What follows belongs to an exercise in optimizing a design on an open flow for small area and a short achievable clock period; a production flow would make more cautious choices.
In this exercise RTL edits were held to simulation tests only and were not proved equivalent to the original.
The flow treats the clock pin as an ideal source, which a real chip does not have.
Power is estimated from default activity; no workload was simulated.

==> flow/design.v <==
package benes_cfg_sequencer_pkg;
   localparam int SIZE       = 32;
   localparam int SWITCH_NUM = SIZE / 2;
   localparam int STAGE_NUM  = 2 * $clog2(SIZE) - 1;
   localparam int CFG_DEPTH  = 16;
   localparam int AW         = $clog2(CFG_DEPTH);
   localparam int SW         = $clog2(STAGE_NUM);
   localparam int CW         = SWITCH_NUM * STAGE_NUM;
   localparam int SEL_COPIES = 9;
   localparam logic [1:0] ST_IDLE  = 2'd0;
   localparam logic [1:0] ST_RUN   = 2'd1;
   localparam logic [1:0] ST_FLUSH = 2'd2;
endpackage
module benes_cfg_sequencer_ram
(
   input  logic                                              clk,
   input  logic                                              rst_n,
   input  logic                                              wr_en,
   input  logic [benes_cfg_sequencer_pkg::AW-1:0]            wr_idx,
   input  logic [benes_cfg_sequencer_pkg::SW-1:0]            wr_stage,
   input  logic [benes_cfg_sequencer_pkg::SWITCH_NUM-1:0]    wr_data,
   input  logic [benes_cfg_sequencer_pkg::SEL_COPIES*benes_cfg_sequencer_pkg::CFG_DEPTH-1:0] rd_gsel,
   input  logic                                              rd_hold,
   output logic [benes_cfg_sequencer_pkg::CW-1:0]            rd_data
);
   localparam int SWITCH_NUM = benes_cfg_sequencer_pkg::SWITCH_NUM;
   localparam int STAGE_NUM  = benes_cfg_sequencer_pkg::STAGE_NUM;
   localparam int CFG_DEPTH  = benes_cfg_sequencer_pkg::CFG_DEPTH;
   localparam int CW         = benes_cfg_sequencer_pkg::CW;
   logic [CW-1:0] rd_data_d;
   logic [CW-1:0] rd_data_q;
   localparam int NSEL       = benes_cfg_sequencer_pkg::SEL_COPIES;
   genvar e, s;
   generate
      for (s = 0; s < STAGE_NUM; s = s + 1) begin : g_stage
         localparam int G = (s * NSEL) / STAGE_NUM;
         logic [SWITCH_NUM-1:0] mem [CFG_DEPTH];
         logic [SWITCH_NUM-1:0] sel_or [CFG_DEPTH+1];
         assign sel_or[0] = rd_data_q[CW-1-SWITCH_NUM*s -: SWITCH_NUM] & {SWITCH_NUM{rd_hold}};
         for (e = 0; e < CFG_DEPTH; e = e + 1) begin : g_entry
            always_ff @(posedge clk) begin
               if (wr_en && (wr_idx == e) && (wr_stage == s)) begin
                  mem[e] <= wr_data;
               end
            end
            assign sel_or[e+1] = sel_or[e] | (mem[e] & {SWITCH_NUM{rd_gsel[G*CFG_DEPTH+e]}});
         end
         assign rd_data_d[CW-1-SWITCH_NUM*s -: SWITCH_NUM] = sel_or[CFG_DEPTH];
      end
   endgenerate
   always_ff @(posedge clk or negedge rst_n) begin
      if (!rst_n) begin
         rd_data_q <= '0;
      end else begin
         rd_data_q <= rd_data_d;
      end
   end
   assign rd_data = rd_data_q;
endmodule
module benes_cfg_sequencer
(
   input  logic                                              clk,
   input  logic                                              rst_n,
   input  logic                                              i_cfg_wr_en,
   input  logic [benes_cfg_sequencer_pkg::AW-1:0]            i_cfg_wr_idx,
   input  logic [benes_cfg_sequencer_pkg::SW-1:0]            i_cfg_wr_stage,
   input  logic [benes_cfg_sequencer_pkg::SWITCH_NUM-1:0]    i_cfg_wr_data,
   input  logic                                              i_cmd_valid,
   output logic                                              o_cmd_ready,
   input  logic [benes_cfg_sequencer_pkg::AW-1:0]            i_cmd_base,
   input  logic [benes_cfg_sequencer_pkg::AW:0]              i_cmd_len,
   input  logic                                              i_advance,
   input  logic                                              i_abort,
   output logic [benes_cfg_sequencer_pkg::CW-1:0]            o_switch_set,
   output logic                                              o_cfg_valid,
   output logic [benes_cfg_sequencer_pkg::AW-1:0]            o_cfg_idx,
   output logic                                              o_done,
   output logic                                              o_busy
);
   localparam int         AW       = benes_cfg_sequencer_pkg::AW;
   localparam int         DEPTH    = benes_cfg_sequencer_pkg::CFG_DEPTH;
   localparam int         NSEL     = benes_cfg_sequencer_pkg::SEL_COPIES;
   localparam logic [1:0] ST_IDLE  = benes_cfg_sequencer_pkg::ST_IDLE;
   localparam logic [1:0] ST_RUN   = benes_cfg_sequencer_pkg::ST_RUN;
   localparam logic [1:0] ST_FLUSH = benes_cfg_sequencer_pkg::ST_FLUSH;
   logic [1:0]       state_d,     state_q;
   logic [AW-1:0]    rd_ptr_d,    rd_ptr_q;
   logic [AW:0]      remain_d,    remain_q;
   logic             cfg_valid_d, cfg_valid_q;
   logic [AW-1:0]    cfg_idx_d,   cfg_idx_q;
   logic             done_d,      done_q;
   logic             busy_d,      busy_q;
   logic [NSEL*DEPTH-1:0] rd_sel_d, rd_sel_q;
   logic [DEPTH-1:0]      base_hot;
   logic             rd_en;
   logic             accept;
   logic             sel_hold;
   assign rd_en    = (state_q == ST_RUN) && i_advance;
   assign accept   = i_cmd_valid && !busy_q;
   assign sel_hold = !(accept || rd_en);
   always_comb begin
      base_hot             = '0;
      base_hot[i_cmd_base] = 1'b1;
   end
   genvar g;
   generate
      for (g = 0; g < NSEL; g = g + 1) begin : g_sel
         logic [DEPTH-1:0] cur;
         assign cur = rd_sel_q[g*DEPTH +: DEPTH];
         assign rd_sel_d[g*DEPTH +: DEPTH] = (base_hot & {DEPTH{accept}})
                                           | ({cur[DEPTH-2:0], cur[DEPTH-1]} & {DEPTH{rd_en}})
                                           | (cur & {DEPTH{sel_hold}});
      end
   endgenerate
   benes_cfg_sequencer_ram u_ram (
      .clk      (clk),
      .rst_n    (rst_n),
      .wr_en    (i_cfg_wr_en),
      .wr_idx   (i_cfg_wr_idx),
      .wr_stage (i_cfg_wr_stage),
      .wr_data  (i_cfg_wr_data),
      .rd_gsel  (rd_sel_q & {NSEL*DEPTH{rd_en}}),
      .rd_hold  (!rd_en),
      .rd_data  (o_switch_set)
   );
   always_comb begin
      state_d     = state_q;
      rd_ptr_d    = rd_ptr_q;
      remain_d    = remain_q;
      cfg_valid_d = rd_en;
      cfg_idx_d   = rd_en ? rd_ptr_q : cfg_idx_q;
      done_d      = 1'b0;
      case (state_q)
         ST_IDLE: begin
            if (accept) begin
               rd_ptr_d = i_cmd_base;
               remain_d = i_cmd_len;
               if (i_cmd_len == '0) begin
                  state_d = ST_FLUSH;
                  done_d  = 1'b1;
               end else begin
                  state_d = ST_RUN;
               end
            end
         end
         ST_RUN: begin
            if (rd_en) begin
               rd_ptr_d = rd_ptr_q + 1'b1;
               remain_d = remain_q - 1'b1;
               if (remain_q == (AW+1)'(1)) begin
                  state_d = ST_FLUSH;
                  done_d  = 1'b1;
               end
            end
            if (i_abort) begin
               state_d = ST_IDLE;
               done_d  = 1'b0;
            end
         end
         ST_FLUSH: begin
            state_d = ST_IDLE;
         end
         default: begin
            state_d = ST_IDLE;
         end
      endcase
      busy_d      = (state_d != ST_IDLE);
   end
   always_ff @(posedge clk or negedge rst_n) begin
      if (!rst_n) begin
         state_q     <= ST_IDLE;
         rd_ptr_q    <= '0;
         rd_sel_q    <= '0;
         remain_q    <= '0;
         cfg_valid_q <= 1'b0;
         cfg_idx_q   <= '0;
         done_q      <= 1'b0;
         busy_q      <= 1'b0;
      end else begin
         state_q     <= state_d;
         rd_ptr_q    <= rd_ptr_d;
         rd_sel_q    <= rd_sel_d;
         remain_q    <= remain_d;
         cfg_valid_q <= cfg_valid_d;
         cfg_idx_q   <= cfg_idx_d;
         done_q      <= done_d;
         busy_q      <= busy_d;
      end
   end
   assign o_cfg_valid = cfg_valid_q;
   assign o_cfg_idx   = cfg_idx_q;
   assign o_done      = done_q;
   assign o_busy      = busy_q;
   assign o_cmd_ready = !busy_q;
endmodule
Settings: LEC_CHECK=0, CAP_MARGIN=20, CORE_MARGIN=2, CORE_UTILIZATION=60, SLEW_MARGIN=20; clock period 3.0 ns.
standard.sh (not shown) runs the stock make flow with config.mk's settings and CLKGATE_MAP_FILE= SYNTH_SCRIPT=/design/flow/synth_recipe.tcl, a recipe that flattens the netlist after the stock synthesis.
==> flow/flow/run.sh <==
#!/bin/bash
# Own layout flow: the standard ORFS flow (standard.sh, its synthesis unchanged) with
#  - a clock tree built without dummy balancing loads, with larger sink clusters,
#  - the clock root buffer split into quadrant copies fed from the clock port (post_cts.tcl),
#    so every register's clock arrives through one fewer heavily loaded stage, and
#  - the setup repair margin applied only after CTS, once clock latencies are real.
# make's output goes to standard.log; each tool's full log is under orfs/logs/.
set -euo pipefail
here=$(cd "$(dirname "${BASH_SOURCE[0]}")" && pwd)
export OWN_FLOW_DIR=$here
export CTS_ARGS="-sink_clustering_enable -repair_clock_nets -dont_use_dummy_load -sink_clustering_size 25 -sink_clustering_max_diameter 50"
export SKIP_CTS_REPAIR_TIMING=1
export POST_CTS_TCL=$here/post_cts.tcl
export PRE_GLOBAL_ROUTE_TCL=$here/margin.tcl
bash standard.sh > standard.log 2>&1
==> flow/flow/margin.tcl <==
set ::env(SETUP_SLACK_MARGIN) 1.1
Other scripts of this flow, unchanged in this note and not shown: flow/flow/post_cts.tcl, flow/flow/split_root.tcl
Then changed:
==> flow/flow/margin.tcl (replaced) <==
set ::env(SETUP_SLACK_MARGIN) 1.2
- CORE_UTILIZATION: 60 -> 67
=>
- cell area drops slightly
- power went down slightly
- utilization climbs by 7.3 points
- global-route usage grows by 2.2 points
- clock power came out lower by a few percent
- routed wire length fell by a few percent
- die area shrinks by roughly a tenth
- fmax increases by a few percent
- worst setup slack gains 0.13 ns
- sequential power is about the same
Then changed:
==> flow/flow/margin.tcl (replaced) <==
set ::env(SETUP_SLACK_MARGIN) 1.25
- CORE_UTILIZATION: 67 -> 70
Outcome: The new run completed with no timing, DRC or antenna violations. Wire length came out higher by a few percent. Worst setup slack gets worse by 0.024 ns. Via count came out higher by a few percent. Hold slack loses 0.052 ns. Final area is higher by a few percent. Area after synthesis is unchanged. Cell count goes up slightly. Global-route usage rose by 2.5 points. Sequential power is lower slightly. Die area falls by a few percent. Clock power went down slightly.
Then changed:
==> flow/flow/margin.tcl (replaced) <==
set ::env(SETUP_SLACK_MARGIN) 1.2
- CORE_UTILIZATION: 70 -> 60
The new run passed the timing, design-rule and antenna checks; routed wire length hardly moves; total power rises by 0.46%; via count falls by 4.2%; utilization falls by 12 points; setup slack gets better by 0.034 ns.
Then changed:
--- a/flow/flow/run.sh
+++ b/flow/flow/run.sh
@@ -9,5 +9,5 @@
 here=$(cd "$(dirname "${BASH_SOURCE[0]}")" && pwd)
 export OWN_FLOW_DIR=$here
-export CTS_ARGS="-sink_clustering_enable -repair_clock_nets -dont_use_dummy_load -sink_clustering_size 25 -sink_clustering_max_diameter 50"
+export CTS_ARGS="-sink_clustering_enable -repair_clock_nets -dont_use_dummy_load -sink_clustering_size 30 -sink_clustering_max_diameter 60"
 export SKIP_CTS_REPAIR_TIMING=1
 export POST_CTS_TCL=$here/post_cts.tcl
==> flow/flow/margin.tcl (replaced) <==
set ::env(SETUP_SLACK_MARGIN) 1.3
- CORE_UTILIZATION: 60 -> 67
After rerunning: Wire length went up by 2.2%. Core utilization rose by 9.4 points. First-iteration DRC count goes up by 9.4%. Fmax climbs by 1.3%. Power goes down by 1.2%. Setup slack improved by 0.024 ns. Final area is higher by 1.4%. Register-to-register slack gains 0.05 ns. Die area decreases by 10%. Clock skew decreases by 0.034 ns. Critical path depth is higher by 3.
Then changed:
--- a/flow/flow/run.sh
+++ b/flow/flow/run.sh
@@ -9,5 +9,5 @@
 here=$(cd "$(dirname "${BASH_SOURCE[0]}")" && pwd)
 export OWN_FLOW_DIR=$here
-export CTS_ARGS="-sink_clustering_enable -repair_clock_nets -dont_use_dummy_load -sink_clustering_size 30 -sink_clustering_max_diameter 60"
+export CTS_ARGS="-sink_clustering_enable -repair_clock_nets -dont_use_dummy_load -sink_clustering_size 25 -sink_clustering_max_diameter 50"
 export SKIP_CTS_REPAIR_TIMING=1
 export POST_CTS_TCL=$here/post_cts.tcl
- CAP_MARGIN: 20 -> 10
- CORE_UTILIZATION: 67 -> 60
- SLEW_MARGIN: 20 -> 10
Effect: Cell count rose by 4.4%. Worst setup slack loses 0.0049 ns. Clock power rose by 16%.

## JK
// benes_cfg_sequencer: RTL as listed in full above, without the edits since
==> flow/config.mk <==
export PLATFORM = sky130hd
export DESIGN_NAME = benes_cfg_sequencer
export DESIGN_NICKNAME = benes_cfg_sequencer
export VERILOG_FILES = /design/flow/design.v
export SDC_FILE = /design/flow/constraint.sdc
export NUM_CORES = 4
export LEC_CHECK = 0
export CAP_MARGIN = 20
export CORE_MARGIN = 2
export CORE_UTILIZATION = 72
export SLEW_MARGIN = 20
==> flow/constraint.sdc <==
create_clock -name core_clock -period 3.0 [get_ports {clk}]
set_input_delay 0.6000 -clock core_clock [delete_from_list [all_inputs] [get_ports {clk}]]
set_output_delay 0.6000 -clock core_clock [all_outputs]
set_load 0.01 [all_outputs]
==> flow/flow/run.sh <==
#!/bin/bash
# Own layout flow: the standard ORFS flow (standard.sh, its synthesis unchanged) with
#  - a clock tree built without dummy balancing loads, with larger sink clusters,
#  - the clock root buffer split into quadrant copies fed from the clock port (post_cts.tcl),
#    so every register's clock arrives through one fewer heavily loaded stage, and
#  - the setup repair margin applied only after CTS, once clock latencies are real.
# make's output goes to standard.log; each tool's full log is under orfs/logs/.
set -euo pipefail
here=$(cd "$(dirname "${BASH_SOURCE[0]}")" && pwd)
export OWN_FLOW_DIR=$here
export CTS_ARGS="-sink_clustering_enable -repair_clock_nets -dont_use_dummy_load -sink_clustering_size 25 -sink_clustering_max_diameter 50"
export SKIP_CTS_REPAIR_TIMING=1
export POST_CTS_TCL=$here/post_cts.tcl
export PRE_GLOBAL_ROUTE_TCL=$here/margin.tcl
bash standard.sh > standard.log 2>&1
==> flow/flow/margin.tcl <==
set ::env(SETUP_SLACK_MARGIN) 1.2
Other scripts of this flow, unchanged in this note and not shown: flow/flow/post_cts.tcl, flow/flow/split_root.tcl
JK: full flow OK, the timing, design-rule and antenna checks passed
> inputs changed (JK -> MS)
# JK
export LEC_CHECK = 0
export CAP_MARGIN = 20
export CORE_MARGIN = 2
export CORE_UTILIZATION = 72
export SLEW_MARGIN = 20
create_clock -name core_clock -period 3.0 [get_ports {clk}]
# MS
export LEC_CHECK = 0
export CAP_MARGIN = 0
export CORE_MARGIN = 2
export CORE_UTILIZATION = 67
export SLEW_MARGIN = 0
create_clock -name core_clock -period 3.0 [get_ports {clk}]
==> flow/flow/margin.tcl <==
set ::env(SETUP_SLACK_MARGIN) 1.25
### Flow results
MS: PASS, flow complete, no timing, DRC or antenna violations
The end of the critical path comes out o_switch_set[47] in one run and rd_sel_q[111]$_DFF_PN0_ in the other, namely in MS and JK respectively.
Relative to JK, the count of buffering cells on the critical path with inverters included of MS is lower by 4.
Growth of design area from synthesis to finish, MS and JK, higher one = MS.
MS: proportion of power drawn by combinational gates is 0.6 points higher than what JK reported.
Compare MS and JK | routed wire length lower: JK
In the flow results for MS and JK, the share of total power in sequential cells is larger on JK.
Going from JK to MS, the final layout net count was found to have gone up by 2.1%.
Looking only at total track usage, and setting everything else aside, the lower value of MS and JK goes to MS.
The share of cell area taken by flip-flops and latches of MS is lower than that of JK.
In terms of remaining antenna violation count after routing, MS and JK differ only marginally.
Here is what was changed in the inputs of AL compared with MS.
# MS
export LEC_CHECK = 0
export CAP_MARGIN = 0
export CORE_MARGIN = 2
export CORE_UTILIZATION = 67
export SLEW_MARGIN = 0
create_clock -name core_clock -period 3.0 [get_ports {clk}]
# AL
export LEC_CHECK = 0
export CAP_MARGIN = 20
export CORE_MARGIN = 2
export CORE_UTILIZATION = 67
export SLEW_MARGIN = 20
create_clock -name core_clock -period 3.0 [get_ports {clk}]
-- flow/flow/run.sh --
<<< MS, line 10
export OWN_FLOW_DIR=$here
export CTS_ARGS="-sink_clustering_enable -repair_clock_nets -dont_use_dummy_load -sink_clustering_size 25 -sink_clustering_max_diameter 50"
export SKIP_CTS_REPAIR_TIMING=1
>>> AL, line 10
export OWN_FLOW_DIR=$here
export CTS_ARGS="-sink_clustering_enable -repair_clock_nets -dont_use_dummy_load -sink_clustering_size 20 -sink_clustering_max_diameter 40"
export SKIP_CTS_REPAIR_TIMING=1
[summary]
- Peak clock frequency supported by timing shrinks by a little under 10% when moving from MS to AL.
- Between MS and AL, the flow reports layout filler cell count decreasing by a few percent.
- Clock-pin slew of the registers on the worst-case setup and hold paths: AL vs MS — no meaningful difference
- Taking MS as the reference, in AL combinational share of power has remained practically unchanged, sequential share of layout area went down by 2.0 points.
- AL ended up with more standard cells than MS.
Edits applied to the flow inputs when going from AL to TR:
# AL
export LEC_CHECK = 0
export CAP_MARGIN = 20
export CORE_MARGIN = 2
export CORE_UTILIZATION = 67
export SLEW_MARGIN = 20
create_clock -name core_clock -period 3.0 [get_ports {clk}]
# TR
export LEC_CHECK = 0
export CAP_MARGIN = 20
export CORE_MARGIN = 2
export CORE_UTILIZATION = 60
export SLEW_MARGIN = 20
create_clock -name core_clock -period 3.0 [get_ports {clk}]
-- flow/flow/run.sh --
<<< AL, line 10
export OWN_FLOW_DIR=$here
export CTS_ARGS="-sink_clustering_enable -repair_clock_nets -dont_use_dummy_load -sink_clustering_size 20 -sink_clustering_max_diameter 40"
export SKIP_CTS_REPAIR_TIMING=1
>>> TR, line 10
export OWN_FLOW_DIR=$here
export CTS_ARGS="-sink_clustering_enable -repair_clock_nets -dont_use_dummy_load -sink_clustering_size 30 -sink_clustering_max_diameter 60"
export SKIP_CTS_REPAIR_TIMING=1
==> flow/flow/margin.tcl <==
set ::env(SETUP_SLACK_MARGIN) 1.2
### Flow results
- sky130_fd_sc_hd__dfrtp_4 as the standard cell with the maximum stage delay on the critical path was reported by TR, and sky130_fd_sc_hd__dfrtp_2 by AL.
- In TR the growth of design area from synthesis to finish turned out 3.2 points lower than in AL.
- TR vs. AL: proportion of cell area occupied by multi-input gates up 0.85 points, core utilization lost 10 points, global router's overall resource usage has decreased, die area increased by about 12% relative to the old numbers, wire length of the first global-routing pass picked up an extra 1300 microns.
- Summary of TR over AL: final setup violation count stayed essentially flat; required time reported for the critical path endpoint moved down; first-iteration DRC count went down.
- Compared with AL, TR shows a antenna diode count that is 1 higher.
- Summary: with AL as the reference, total via count in the routed design in TR moved down by a few percent.

[static timing again, ports no longer ideal]
The results above use ideal ports. As a check the final layouts listed here were re-extracted and re-timed, cells and wires unchanged. Step 1 (the two cells are an assumption about what drives the block):
set clk [get_ports {clk}]
set_driving_cell -lib_cell sky130_fd_sc_hd__clkbuf_16 $clk
set_driving_cell -lib_cell sky130_fd_sc_hd__buf_2 [delete_from_list [all_inputs] $clk]
Step 2 moves the port delays by t, midway between the first and last clock arrival at a register: inputs arrive t later, outputs are due t later. That takes back most of the time a late clock gives input paths. a / b / c = ideal ports / drivers / drivers and shift; a / b = the first two.
| run | t, ns | setup slack, ns | worst data-port slew with drivers (ns) | cell pins on the clock port's net |
|---|---|---|---|---|
| the first run of note 1 | 0.754 | 1.032 / 0.932 / 0.437 | 0.14 | 4 |
| the second run of note 1 | 0.734 | 1.158 / 1.016 / 0.501 | 0.13 | 4 |
| the third run of note 1 | 0.736 | 1.134 / 0.981 / 0.471 | 0.20 | 4 |
| the fourth run of note 1 | 0.758 | 1.168 / 1.020 / 0.488 | 0.15 | 4 |
| the fifth run of note 1 | 0.728 | 1.192 / 1.037 / 0.563 | 0.13 | 4 |
| the sixth run of note 1 | 0.762 | 1.187 / 1.016 / 0.609 | 0.16 | 4 |
| JK | 0.724 | 1.138 / 1.028 / 0.488 | 0.20 | 4 |
| MS | 0.735 | 1.209 / 1.035 / 0.602 | 0.12 | 4 |
| AL | 0.820 | 1.073 / 0.958 / 0.416 | 0.13 | 4 |
| TR | 0.732 | 1.133 / 1.015 / 0.551 | 0.15 | 4 |
After both steps every run listed still meets setup and hold. For the fourth run of note 1, which loses most, drivers alone change the setup slack by -0.148 ns; drivers and shift together by -0.680 ns.
